From an optimization exercise on the open Yosys and OpenROAD flow, aimed at small area, a short achievable clock period and few clock cycles per item; shortcuts taken in it are not production practice. RTL that was checked went through simulation tests only; none was proved equivalent to the original. Power and IR drop assume default switching activity.

==> flow/design.v <==
`timescale 1ns/100ps
`default_nettype none
module cm_top #(
    parameter logic [31:0] RF_BADDR = 32'd0      
) (
    input  wire         clk,
    input  wire         rst_n,
    input  wire  [31:0] rf_addr,
    input  wire         rf_wr,
    input  wire  [31:0] rf_cfg,
    output logic [31:0] rf_sts,
    output logic        mem_ce,
    output logic        mem_we,
    output logic [31:0] mem_addr,
    output logic [7:0]  mem_wr_data,
    input  wire  [7:0]  mem_rd_data
);
    logic sel_op1, sel_op2, sel_res, sel_nop, sel_start, sel_sts;
    assign sel_op1   = rf_wr & (rf_addr == RF_BADDR + 32'd0);
    assign sel_op2   = rf_wr & (rf_addr == RF_BADDR + 32'd1);
    assign sel_res   = rf_wr & (rf_addr == RF_BADDR + 32'd2);
    assign sel_nop   = rf_wr & (rf_addr == RF_BADDR + 32'd3);
    assign sel_start = rf_wr & (rf_addr == RF_BADDR + 32'd4);
    assign sel_sts   = rf_wr & (rf_addr == RF_BADDR + 32'd5);
    logic        running;        
    logic        done_q;         
    logic [10:1] s;              
    logic        first;          
    logic        last;           
    logic        cv;             
    logic        rot;            
    logic        rz;             
    logic [31:0] rd_left;        
    logic [31:0] nop_q;
    logic        go, pend, finish;
    logic        r_n, f_n, l_n;
    logic [10:1] s_n;
    assign go     = sel_start & rf_cfg[0] & ~running;
    assign pend   = first ? s[6] : s[10];                      
    assign finish = last & s[10];
    always_comb begin
        r_n = running;
        f_n = first;
        l_n = last;
        s_n = 10'd1;
        if (!running) begin
            if (go) begin
                r_n = 1'b1;
                f_n = 1'b1;
                l_n = 1'b0;
            end
        end else if (finish) begin
            r_n = 1'b0;
        end else if (pend) begin
            f_n = 1'b0;
            l_n = rz;
        end else begin
            s_n = {s[9:1], 1'b0};
        end
    end
    always_ff @(posedge clk or negedge rst_n) begin
        if (!rst_n) begin
            running <= 1'b0;
            done_q  <= 1'b0;
            s       <= 10'd1;
            first   <= 1'b0;
            last    <= 1'b0;
            cv      <= 1'b0;
            rot     <= 1'b0;
            mem_ce  <= 1'b0;
            mem_we  <= 1'b0;
        end else begin
            if (sel_sts)
                done_q <= 1'b0;
            else if (running && finish)
                done_q <= 1'b1;
            running <= r_n;
            first   <= f_n;
            last    <= l_n;
            s       <= s_n;
            if (!running)
                cv <= 1'b0;
            else if (pend)
                cv <= ~last;
            rot     <= r_n & (s_n[2] | s_n[4] | (f_n ? s_n[6] : s_n[10]));
            mem_ce  <= r_n & ((|s_n[4:1]) ? ~l_n : ~f_n);
            mem_we  <= ~(|s_n[4:1]);
        end
    end
    always_ff @(posedge clk) begin
        if (sel_nop)
            nop_q <= rf_cfg;
        if (go)
            rd_left <= nop_q;
        else if (s[1] && !last)
            rd_left <= rd_left - 32'd1;
        rz <= (rd_left == 32'd0);
    end
    assign rf_sts = {31'd0, done_q};
    logic [31:0] b_p, c_p, inc;
    assign inc = mem_addr + {31'd0, mem_ce};
    always_ff @(posedge clk or negedge rst_n) begin
        if (!rst_n) begin
            mem_addr <= 32'd0;
            b_p      <= 32'd0;
            c_p      <= 32'd0;
        end else begin
            if (sel_op1)
                mem_addr <= rf_cfg;
            else if (rot)
                mem_addr <= b_p;
            else
                mem_addr <= inc;
            if (sel_op2)
                b_p <= rf_cfg;
            else if (rot)
                b_p <= c_p;
            if (sel_res)
                c_p <= rf_cfg;
            else if (rot)
                c_p <= inc;
        end
    end
    logic [7:0] s_q, x1, y1, x2r, y2r, x2n, y2n;
    assign x2n = s[4] ? {mem_rd_data[5:0], mem_rd_data[7:6]} : {x2r[1:0], x2r[7:2]};
    assign y2n = s[5] ? mem_rd_data : {y2r[1:0], y2r[7:2]};
    always_ff @(posedge clk) begin
        s_q <= mem_rd_data;                                       
        if (s[3]) begin
            x1 <= s_q;
            y1 <= mem_rd_data;
        end
        x2r <= x2n;
        y2r <= y2n;
    end
    function automatic logic [2:0] bdec(input logic [2:0] w);
        bdec = {w[2],
                (w[2] & ~w[1] & ~w[0]) | (~w[2] & w[1] & w[0]),
                w[1] ^ w[0]};
    endfunction
    function automatic logic [11:0] bterm(input logic [7:0] m, input logic [2:0] d, input logic inv);
        logic        neg;
        logic [10:0] mag;
        neg = d[2] ^ inv;
        mag = d[0] ? {{3{m[7]}}, m} : (d[1] ? {{2{m[7]}}, m, 1'b0} : 11'd0);
        bterm = {neg, mag ^ {11{neg}}};
    endfunction
    logic       m0;                  
    logic [2:0] dx, dy;              
    assign m0 = first ? s[5] : s[9];
    always_ff @(posedge clk) begin
        dx <= bdec({x2n[1:0], x2n[7] & ~m0});
        dy <= bdec({y2n[1:0], y2n[7] & ~m0});
    end
    logic [11:0] ta, tb, tc, td;
    logic [10:0] abx, aby;
    logic        cbx, cby;
    assign ta = bterm(x1, dx, 1'b0);
    assign tb = bterm(y1, dy, 1'b1);
    assign tc = bterm(x1, dy, 1'b0);
    assign td = bterm(y1, dx, 1'b0);
    always_ff @(posedge clk) begin
        abx <= ta[10:0] + tb[10:0] + {10'd0, ta[11]};
        cbx <= tb[11];
        aby <= tc[10:0] + td[10:0] + {10'd0, tc[11]};
        cby <= td[11];
    end
    logic        itp, itp0;
    logic [8:0]  px, py;
    logic [7:0]  lx, ly;
    logic [10:0] tx, ty;
    assign itp  = cv & (|s[4:1]);
    assign itp0 = s[1];
    assign tx   = (itp0 ? 11'd0 : {{2{px[8]}}, px}) + abx + {10'd0, cbx};
    assign ty   = (itp0 ? 11'd0 : {{2{py[8]}}, py}) + aby + {10'd0, cby};
    always_ff @(posedge clk) begin
        if (itp) begin
            px <= tx[10:2];
            py <= ty[10:2];
            lx <= {tx[1:0], lx[7:2]};
            ly <= {ty[1:0], ly[7:2]};
        end
    end
    always_ff @(posedge clk) begin
        if (s[4])
            mem_wr_data <= {ty[1:0], ly[7:2]};
        else if (s[5])
            mem_wr_data <= py[7:0];
        else if (s[6])
            mem_wr_data <= {8{py[8]}};
        else if (s[7])
            mem_wr_data <= lx;
        else if (s[8])
            mem_wr_data <= px[7:0];
        else if (s[9])
            mem_wr_data <= {8{px[8]}};
    end
endmodule
`default_nettype wire
clock: 5.0 ns
lec_check: 0
abc_clock_period_in_ps: 2500
cap_margin: 20
core_margin: 2
core_utilization: 40
place_density: 0.6
setup_slack_margin: 2.5
slew_margin: 20
run.sh (not shown) runs the stock make flow with config.mk's settings and CLKGATE_MAP_FILE= SYNTH_SCRIPT=/design/flow/synth_recipe.tcl, a recipe that flattens the netlist after the stock synthesis.
The first run finished with timing, DRC and antenna clean.
Change:
--- a/flow/design.v
+++ b/flow/design.v
@@ -16,12 +16,25 @@
     input  wire  [7:0]  mem_rd_data
 );
     logic sel_op1, sel_op2, sel_res, sel_nop, sel_start, sel_sts;
-    assign sel_op1   = rf_wr & (rf_addr == RF_BADDR + 32'd0);
-    assign sel_op2   = rf_wr & (rf_addr == RF_BADDR + 32'd1);
-    assign sel_res   = rf_wr & (rf_addr == RF_BADDR + 32'd2);
-    assign sel_nop   = rf_wr & (rf_addr == RF_BADDR + 32'd3);
-    assign sel_start = rf_wr & (rf_addr == RF_BADDR + 32'd4);
+    logic [31:0] rf_q;
     assign sel_sts   = rf_wr & (rf_addr == RF_BADDR + 32'd5);
+    always_ff @(posedge clk or negedge rst_n) begin
+        if (!rst_n) begin
+            sel_op1   <= 1'b0;
+            sel_op2   <= 1'b0;
+            sel_res   <= 1'b0;
+            sel_nop   <= 1'b0;
+            sel_start <= 1'b0;
+        end else begin
+            sel_op1   <= rf_wr & (rf_addr == RF_BADDR + 32'd0);
+            sel_op2   <= rf_wr & (rf_addr == RF_BADDR + 32'd1);
+            sel_res   <= rf_wr & (rf_addr == RF_BADDR + 32'd2);
+            sel_nop   <= rf_wr & (rf_addr == RF_BADDR + 32'd3);
+            sel_start <= rf_wr & (rf_addr == RF_BADDR + 32'd4);
+        end
+    end
+    always_ff @(posedge clk)
+        rf_q <= rf_cfg;
     logic        running;        
     logic        done_q;         
     logic [10:1] s;              
@@ -30,12 +43,12 @@
     logic        cv;             
     logic        rot;            
     logic        rz;             
-    logic [31:0] rd_left;        
+    logic [31:0] rd_cnt;        
     logic [31:0] nop_q;
     logic        go, pend, finish;
     logic        r_n, f_n, l_n;
     logic [10:1] s_n;
-    assign go     = sel_start & rf_cfg[0] & ~running;
+    assign go     = sel_start & rf_q[0] & ~running;
     assign pend   = first ? s[6] : s[10];                      
     assign finish = last & s[10];
     always_comb begin
@@ -82,19 +95,19 @@
                 cv <= 1'b0;
             else if (pend)
                 cv <= ~last;
-            rot     <= r_n & (s_n[2] | s_n[4] | (f_n ? s_n[6] : s_n[10]));
+            rot     <= running & (s[1] | s[3] | (first ? s[5] : s[9]));
             mem_ce  <= r_n & ((|s_n[4:1]) ? ~l_n : ~f_n);
             mem_we  <= ~(|s_n[4:1]);
         end
     end
     always_ff @(posedge clk) begin
         if (sel_nop)
-            nop_q <= rf_cfg;
-        if (go)
-            rd_left <= nop_q;
+            nop_q <= rf_q;
+        if (!running)
+            rd_cnt <= 32'd0;
         else if (s[1] && !last)
-            rd_left <= rd_left - 32'd1;
-        rz <= (rd_left == 32'd0);
+            rd_cnt <= rd_cnt + 32'd1;
+        rz <= (rd_cnt == nop_q);
     end
     assign rf_sts = {31'd0, done_q};
     logic [31:0] b_p, c_p, inc;
@@ -106,17 +119,17 @@
             c_p      <= 32'd0;
         end else begin
             if (sel_op1)
-                mem_addr <= rf_cfg;
+                mem_addr <= rf_q;
             else if (rot)
                 mem_addr <= b_p;
             else
                 mem_addr <= inc;
             if (sel_op2)
-                b_p <= rf_cfg;
+                b_p <= rf_q;
             else if (rot)
                 b_p <= c_p;
             if (sel_res)
-                c_p <= rf_cfg;
+                c_p <= rf_q;
             else if (rot)
                 c_p <= inc;
         end
@@ -165,20 +178,22 @@
         aby <= tc[10:0] + td[10:0] + {10'd0, tc[11]};
         cby <= td[11];
     end
-    logic        itp, itp0;
+    logic        itp;
     logic [8:0]  px, py;
     logic [7:0]  lx, ly;
     logic [10:0] tx, ty;
     assign itp  = cv & (|s[4:1]);
-    assign itp0 = s[1];
-    assign tx   = (itp0 ? 11'd0 : {{2{px[8]}}, px}) + abx + {10'd0, cbx};
-    assign ty   = (itp0 ? 11'd0 : {{2{py[8]}}, py}) + aby + {10'd0, cby};
+    assign tx   = {{2{px[8]}}, px} + abx + {10'd0, cbx};
+    assign ty   = {{2{py[8]}}, py} + aby + {10'd0, cby};
     always_ff @(posedge clk) begin
         if (itp) begin
             px <= tx[10:2];
             py <= ty[10:2];
             lx <= {tx[1:0], lx[7:2]};
             ly <= {ty[1:0], ly[7:2]};
+        end else if (pend) begin
+            px <= 9'd0;
+            py <= 9'd0;
         end
     end
     always_ff @(posedge clk) begin
- sequential share of layout area increases by 3.6 points
- sequential cell count went up by 37
- core utilization shrinks by 3.7 points
- synthesized cell count grows by 4.9%
- die area increases by 3.5%
- clock power is higher by about 7%
No functional check of the RTL was part of any run of this note.

---

cm_top, a different RTL version from the one above (not shown whole).
Size in the first run: roughly 1,400 cells after synthesis, roughly 290 flip-flops, about 150 I/O pins, about 15,000 um^2 of cells after synthesis.
==> module cm_top, before the edit <==
module cm_top #(
    parameter logic [31:0] RF_BADDR = 32'd0      
) (
    input  wire         clk,
    input  wire         rst_n,
    input  wire  [31:0] rf_addr,
    input  wire         rf_wr,
    input  wire  [31:0] rf_cfg,
    output logic [31:0] rf_sts,
    output logic        mem_ce,
    output logic        mem_we,
    output logic [31:0] mem_addr,
    output logic [7:0]  mem_wr_data,
    input  wire  [7:0]  mem_rd_data
);
    logic sel_op1, sel_op2, sel_res, sel_nop, sel_start, sel_sts;
    assign sel_op1   = rf_wr & (rf_addr == RF_BADDR + 32'd0);
    assign sel_op2   = rf_wr & (rf_addr == RF_BADDR + 32'd1);
    assign sel_res   = rf_wr & (rf_addr == RF_BADDR + 32'd2);
    assign sel_nop   = rf_wr & (rf_addr == RF_BADDR + 32'd3);
    assign sel_start = rf_wr & (rf_addr == RF_BADDR + 32'd4);
    assign sel_sts   = rf_wr & (rf_addr == RF_BADDR + 32'd5);
    logic        running;        
    logic        done_q;         
    logic [10:1] s;              
    logic        first;          
    logic        second;         
    logic        last;           
    logic        rot;            
    logic        rz;             
    logic        ait;            
    logic        bit_q;          
    logic        b0;             
    logic [31:0] rd_cnt;         
    logic [31:0] nop_q;
    logic        go, pend, finish;
    logic        r_n, f_n, l_n;
    logic [10:1] s_n;
    assign go     = sel_start & rf_cfg[0] & ~running;
    assign pend   = first ? s[7] : s[10];                      
    assign finish = last & s[10];
    always_comb begin
        r_n = running;
        f_n = first;
        l_n = last;
        s_n = 10'd1;
        if (!running) begin
            if (go) begin
                r_n = 1'b1;
                f_n = 1'b1;
                l_n = 1'b0;
            end
        end else if (finish) begin
            r_n = 1'b0;
        end else if (pend) begin
            f_n = 1'b0;
            l_n = rz;
        end else if (last && !second && s[1]) begin
            s_n = 10'd1 << 4;                                    
        end else begin
            s_n = {s[9:1], 1'b0};
        end
    end
    always_ff @(posedge clk or negedge rst_n) begin
        if (!rst_n) begin
            running <= 1'b0;
            done_q  <= 1'b0;
            s       <= 10'd1;
            first   <= 1'b0;
            second  <= 1'b0;
            last    <= 1'b0;
            rot     <= 1'b0;
            ait     <= 1'b0;
            bit_q   <= 1'b0;
            b0      <= 1'b0;
            mem_ce  <= 1'b0;
            mem_we  <= 1'b0;
        end else begin
            if (sel_sts)
                done_q <= 1'b0;
            else if (running && finish)
                done_q <= 1'b1;
            running <= r_n;
            first   <= f_n;
            last    <= l_n;
            s       <= s_n;
            if (!running)
                second <= 1'b0;
            else if (pend)
                second <= first;
            rot     <= running & (((s[1] | s[3]) & ~last) |
                                  (first & s[6] & ~rz) |
                                  (~first & s[9] & (last | ~rz)));
            ait     <= running & (((s[6] | s[7] | s[8] | s[9]) & ~last) |
                                  (second & (s[1] | s[2])));
            bit_q   <= ait;
            b0      <= running & s[7] & ~last;
            mem_ce  <= r_n & ((|s_n[4:1]) ? ~l_n : ~f_n);
            mem_we  <= ~(|s_n[4:1]);
        end
    end
    always_ff @(posedge clk) begin
        if (sel_nop)
            nop_q <= rf_cfg;
        if (!running)
            rd_cnt <= 32'd0;
        else if (s[1] && !last)
            rd_cnt <= rd_cnt + 32'd1;
        rz <= (rd_cnt == nop_q);
    end
    assign rf_sts = {31'd0, done_q};
    logic [31:0] b_p, c_p, inc;
    assign inc = mem_addr + {31'd0, mem_ce};
    always_ff @(posedge clk or negedge rst_n) begin
        if (!rst_n) begin
            mem_addr <= 32'd0;
            b_p      <= 32'd0;
            c_p      <= 32'd0;
        end else begin
            if (sel_op1)
                mem_addr <= rf_cfg;
            else if (rot)
                mem_addr <= b_p;
            else
                mem_addr <= inc;
            if (sel_op2)
                b_p <= rf_cfg;
            else if (rot)
                b_p <= c_p;
            if (sel_res)
                c_p <= rf_cfg;
            else if (rot)
                c_p <= inc;
        end
    end
    logic [7:0] s_q, x1, y1, x2r, y2r, x2n, y2n;
    assign x2n = s[4] ? {mem_rd_data[3:0], mem_rd_data[7:4]} : {x2r[1:0], x2r[7:2]};
    assign y2n = s[5] ? {mem_rd_data[5:0], mem_rd_data[7:6]} : {y2r[1:0], y2r[7:2]};
    always_ff @(posedge clk) begin
        s_q <= mem_rd_data;                                       
        if (s[3]) begin
            x1 <= s_q;
            y1 <= mem_rd_data;
        end
        x2r <= x2n;
        y2r <= y2n;
    end
    function automatic logic [2:0] bdec(input logic [2:0] w);
        bdec = {w[2],
                (w[2] & ~w[1] & ~w[0]) | (~w[2] & w[1] & w[0]),
                w[1] ^ w[0]};
    endfunction
    function automatic logic [11:0] bterm(input logic [7:0] m, input logic [2:0] d, input logic inv);
        logic        neg;
        logic [10:0] mag;
        neg = d[2] ^ inv;
        mag = d[0] ? {{3{m[7]}}, m} : (d[1] ? {{2{m[7]}}, m, 1'b0} : 11'd0);
        bterm = {neg, mag ^ {11{neg}}};
    endfunction
    logic [2:0] dx, dy;              
    always_ff @(posedge clk) begin
        dx <= bdec({x2n[1:0], x2n[7] & ~s[6]});
        dy <= bdec({y2n[1:0], y2n[7] & ~s[6]});
    end
    logic [11:0] ta, tb, tc, td;
    logic [10:0] abx, aby;
    logic        cbx, cby;
    assign ta = bterm(x1, dx, 1'b0);
    assign tb = bterm(y1, dy, 1'b1);
    assign tc = bterm(x1, dy, 1'b0);
    assign td = bterm(y1, dx, 1'b0);
    always_ff @(posedge clk) begin
        abx <= ta[10:0] + tb[10:0] + {10'd0, ta[11]};
        cbx <= tb[11];
        aby <= tc[10:0] + td[10:0] + {10'd0, tc[11]};
        cby <= td[11];
    end
    logic [8:0]  px, py;
    logic [7:0]  lx, ly, lyn;
    logic [10:0] tx, ty;
    assign tx  = (b0 ? 11'd0 : {{2{px[8]}}, px}) + abx + {10'd0, cbx};
    assign ty  = (b0 ? 11'd0 : {{2{py[8]}}, py}) + aby + {10'd0, cby};
    assign lyn = bit_q ? {ty[1:0], ly[7:2]} : ly;
    always_ff @(posedge clk) begin
        if (bit_q) begin
            px <= tx[10:2];
            py <= ty[10:2];
            lx <= {tx[1:0], lx[7:2]};
            ly <= lyn;
        end
    end
    always_ff @(posedge clk) begin
        if (s[4] || (s[1] && last))
            mem_wr_data <= lyn;
        else if (s[5])
            mem_wr_data <= py[7:0];
        else if (s[6])
            mem_wr_data <= {8{py[8]}};
        else if (s[7])
            mem_wr_data <= lx;
        else if (s[8])
            mem_wr_data <= px[7:0];
        else if (s[9])
            mem_wr_data <= {8{mem_wr_data[7]}};
    end
endmodule
==> flow/config.mk <==
export PLATFORM = sky130hd
export DESIGN_NAME = cm_top
export DESIGN_NICKNAME = cm_top
export VERILOG_FILES = /design/flow/design.v
export SDC_FILE = /design/flow/constraint.sdc
export NUM_CORES = 4
export LEC_CHECK = 0
export CAP_MARGIN = 20
export CORE_MARGIN = 2
export CORE_UTILIZATION = 40
export PLACE_DENSITY = 0.6
export SETUP_SLACK_MARGIN = 2.65
export SLEW_MARGIN = 20
==> flow/constraint.sdc <==
create_clock -name core_clock -period 5.0 [get_ports {clk}]
set_input_delay 1.0000 -clock core_clock [delete_from_list [all_inputs] [get_ports {clk}]]
set_output_delay 1.0000 -clock core_clock [all_outputs]
set_load 0.01 [all_outputs]
standard.sh (not shown) runs the stock make flow with config.mk's settings and CLKGATE_MAP_FILE= SYNTH_SCRIPT=/design/flow/synth_recipe.tcl, a recipe that flattens the netlist after the stock synthesis.
==> flow/flow/run.sh <==
#!/bin/bash
# Standard layout, with plain buffers (instead of delay buffers) on the ports
# and a clock tree without dummy loads.
export BUFFER_PORTS_ARGS="-buffer_cell sky130_fd_sc_hd__buf_2"
export CTS_ARGS="-sink_clustering_enable -repair_clock_nets -dont_use_dummy_load"
bash standard.sh > standard.log 2>&1
Testbench counts at the start, summed over its fixed seeds: cycles 15,065, ops 1,445.
Change:
--- a/flow/design.v
+++ b/flow/design.v
@@ -15,14 +15,26 @@
     output logic [7:0]  mem_wr_data,
     input  wire  [7:0]  mem_rd_data
 );
     logic sel_op1, sel_op2, sel_res, sel_nop, sel_start, sel_sts;
-    assign sel_op1   = rf_wr & (rf_addr == RF_BADDR + 32'd0);
-    assign sel_op2   = rf_wr & (rf_addr == RF_BADDR + 32'd1);
-    assign sel_res   = rf_wr & (rf_addr == RF_BADDR + 32'd2);
-    assign sel_nop   = rf_wr & (rf_addr == RF_BADDR + 32'd3);
+    logic [31:0] rf_q;
     assign sel_start = rf_wr & (rf_addr == RF_BADDR + 32'd4);
     assign sel_sts   = rf_wr & (rf_addr == RF_BADDR + 32'd5);
+    always_ff @(posedge clk or negedge rst_n) begin
+        if (!rst_n) begin
+            sel_op1 <= 1'b0;
+            sel_op2 <= 1'b0;
+            sel_res <= 1'b0;
+            sel_nop <= 1'b0;
+        end else begin
+            sel_op1 <= rf_wr & (rf_addr == RF_BADDR + 32'd0);
+            sel_op2 <= rf_wr & (rf_addr == RF_BADDR + 32'd1);
+            sel_res <= rf_wr & (rf_addr == RF_BADDR + 32'd2);
+            sel_nop <= rf_wr & (rf_addr == RF_BADDR + 32'd3);
+        end
+    end
+    always_ff @(posedge clk)
+        rf_q <= rf_cfg;
     logic        running;        
     logic        done_q;         
     logic [10:1] s;              
     logic        first;          
@@ -102,9 +114,9 @@
         end
     end
     always_ff @(posedge clk) begin
         if (sel_nop)
-            nop_q <= rf_cfg;
+            nop_q <= rf_q;
         if (!running)
             rd_cnt <= 32'd0;
         else if (s[1] && !last)
             rd_cnt <= rd_cnt + 32'd1;
@@ -119,19 +131,19 @@
             b_p      <= 32'd0;
             c_p      <= 32'd0;
         end else begin
             if (sel_op1)
-                mem_addr <= rf_cfg;
+                mem_addr <= rf_q;
             else if (rot)
                 mem_addr <= b_p;
             else
                 mem_addr <= inc;
             if (sel_op2)
-                b_p <= rf_cfg;
+                b_p <= rf_q;
             else if (rot)
                 b_p <= c_p;
             if (sel_res)
-                c_p <= rf_cfg;
+                c_p <= rf_q;
             else if (rot)
                 c_p <= inc;
         end
     end
@@ -158,8 +170,29 @@
         neg = d[2] ^ inv;
         mag = d[0] ? {{3{m[7]}}, m} : (d[1] ? {{2{m[7]}}, m, 1'b0} : 11'd0);
         bterm = {neg, mag ^ {11{neg}}};
     endfunction
+    function automatic logic [10:0] add11(input logic [10:0] a, input logic [10:0] b, input logic c);
+        logic [10:0] p, g, gp, pp, gn, pn;
+        logic [11:0] cy;
+        p  = a ^ b;
+        gp = a & b;
+        pp = p;
+        for (int d = 1; d < 11; d = d * 2) begin
+            gn = gp;
+            pn = pp;
+            for (int i = d; i < 11; i++) begin
+                gn[i] = gp[i] | (pp[i] & gp[i-d]);
+                pn[i] = pp[i] & pp[i-d];
+            end
+            gp = gn;
+            pp = pn;
+        end
+        cy[0] = c;
+        for (int i = 0; i < 11; i++)
+            cy[i+1] = gp[i] | (pp[i] & c);
+        add11 = p ^ cy[10:0];
+    endfunction
     logic [2:0] dx, dy;              
     always_ff @(posedge clk) begin
         dx <= bdec({x2n[1:0], x2n[7] & ~s[6]});
         dy <= bdec({y2n[1:0], y2n[7] & ~s[6]});
@@ -171,18 +204,18 @@
     assign tb = bterm(y1, dy, 1'b1);
     assign tc = bterm(x1, dy, 1'b0);
     assign td = bterm(y1, dx, 1'b0);
     always_ff @(posedge clk) begin
-        abx <= ta[10:0] + tb[10:0] + {10'd0, ta[11]};
+        abx <= add11(ta[10:0], tb[10:0], ta[11]);
         cbx <= tb[11];
-        aby <= tc[10:0] + td[10:0] + {10'd0, tc[11]};
+        aby <= add11(tc[10:0], td[10:0], tc[11]);
         cby <= td[11];
     end
     logic [8:0]  px, py;
     logic [7:0]  lx, ly, lyn;
     logic [10:0] tx, ty;
-    assign tx  = (b0 ? 11'd0 : {{2{px[8]}}, px}) + abx + {10'd0, cbx};
-    assign ty  = (b0 ? 11'd0 : {{2{py[8]}}, py}) + aby + {10'd0, cby};
+    assign tx  = add11(b0 ? 11'd0 : {{2{px[8]}}, px}, abx, cbx);
+    assign ty  = add11(b0 ? 11'd0 : {{2{py[8]}}, py}, aby, cby);
     assign lyn = bit_q ? {ty[1:0], ly[7:2]} : ly;
     always_ff @(posedge clk) begin
         if (bit_q) begin
             px <= tx[10:2];
Non-clock buffer count is lower by 41.
Fmax rises by 1.1%.
Hold slack got worse by 7.5 ps.
Cell area climbs by 0.44%.
Flip-flop and latch count rose by 36.
Utilization decreases by 3.4 points.
Wire length falls by 5.9%.
Count of clock-buffer cells in the layout came out higher by 4.
Setup slack gets better by 26 ps.
Via count rises by 0.86%.
The RTL of the second run of this note was laid out without a check of its function.

[static timing again, ports no longer ideal]
The results above use ideal ports. As a check the final layouts listed here were re-extracted and re-timed, cells and wires unchanged. Step 1 assumes that a clkbuf_16 drives the clock port and a buf_2 every other input. Step 2 times the ports against the registers' clock, not the clock port: input delays grow and output delays shrink by t, the midpoint of the rising clock arrivals with the driver on. Three values: no drivers, after step 1, after step 2; two values: the first two.
run | shift t [ns] | setup slack, ns | pins driven straight from the clock port
the first run of note 1 | 0.551 | 2.201 / 2.201 / 1.932 | 1
the second run of note 1 | 0.569 | 2.535 / 2.482 / 2.266 | 1
the first run of note 2 | 0.540 | 2.558 / 2.558 / 2.114 | 1
the second run of note 2 | 0.551 | 2.584 / 2.584 / 2.584 | 1
After both steps every run listed still meets setup and hold. The setup slack of the first run of note 2, which loses most, moves by 0.000 ns with the drivers and by -0.444 ns with both steps.
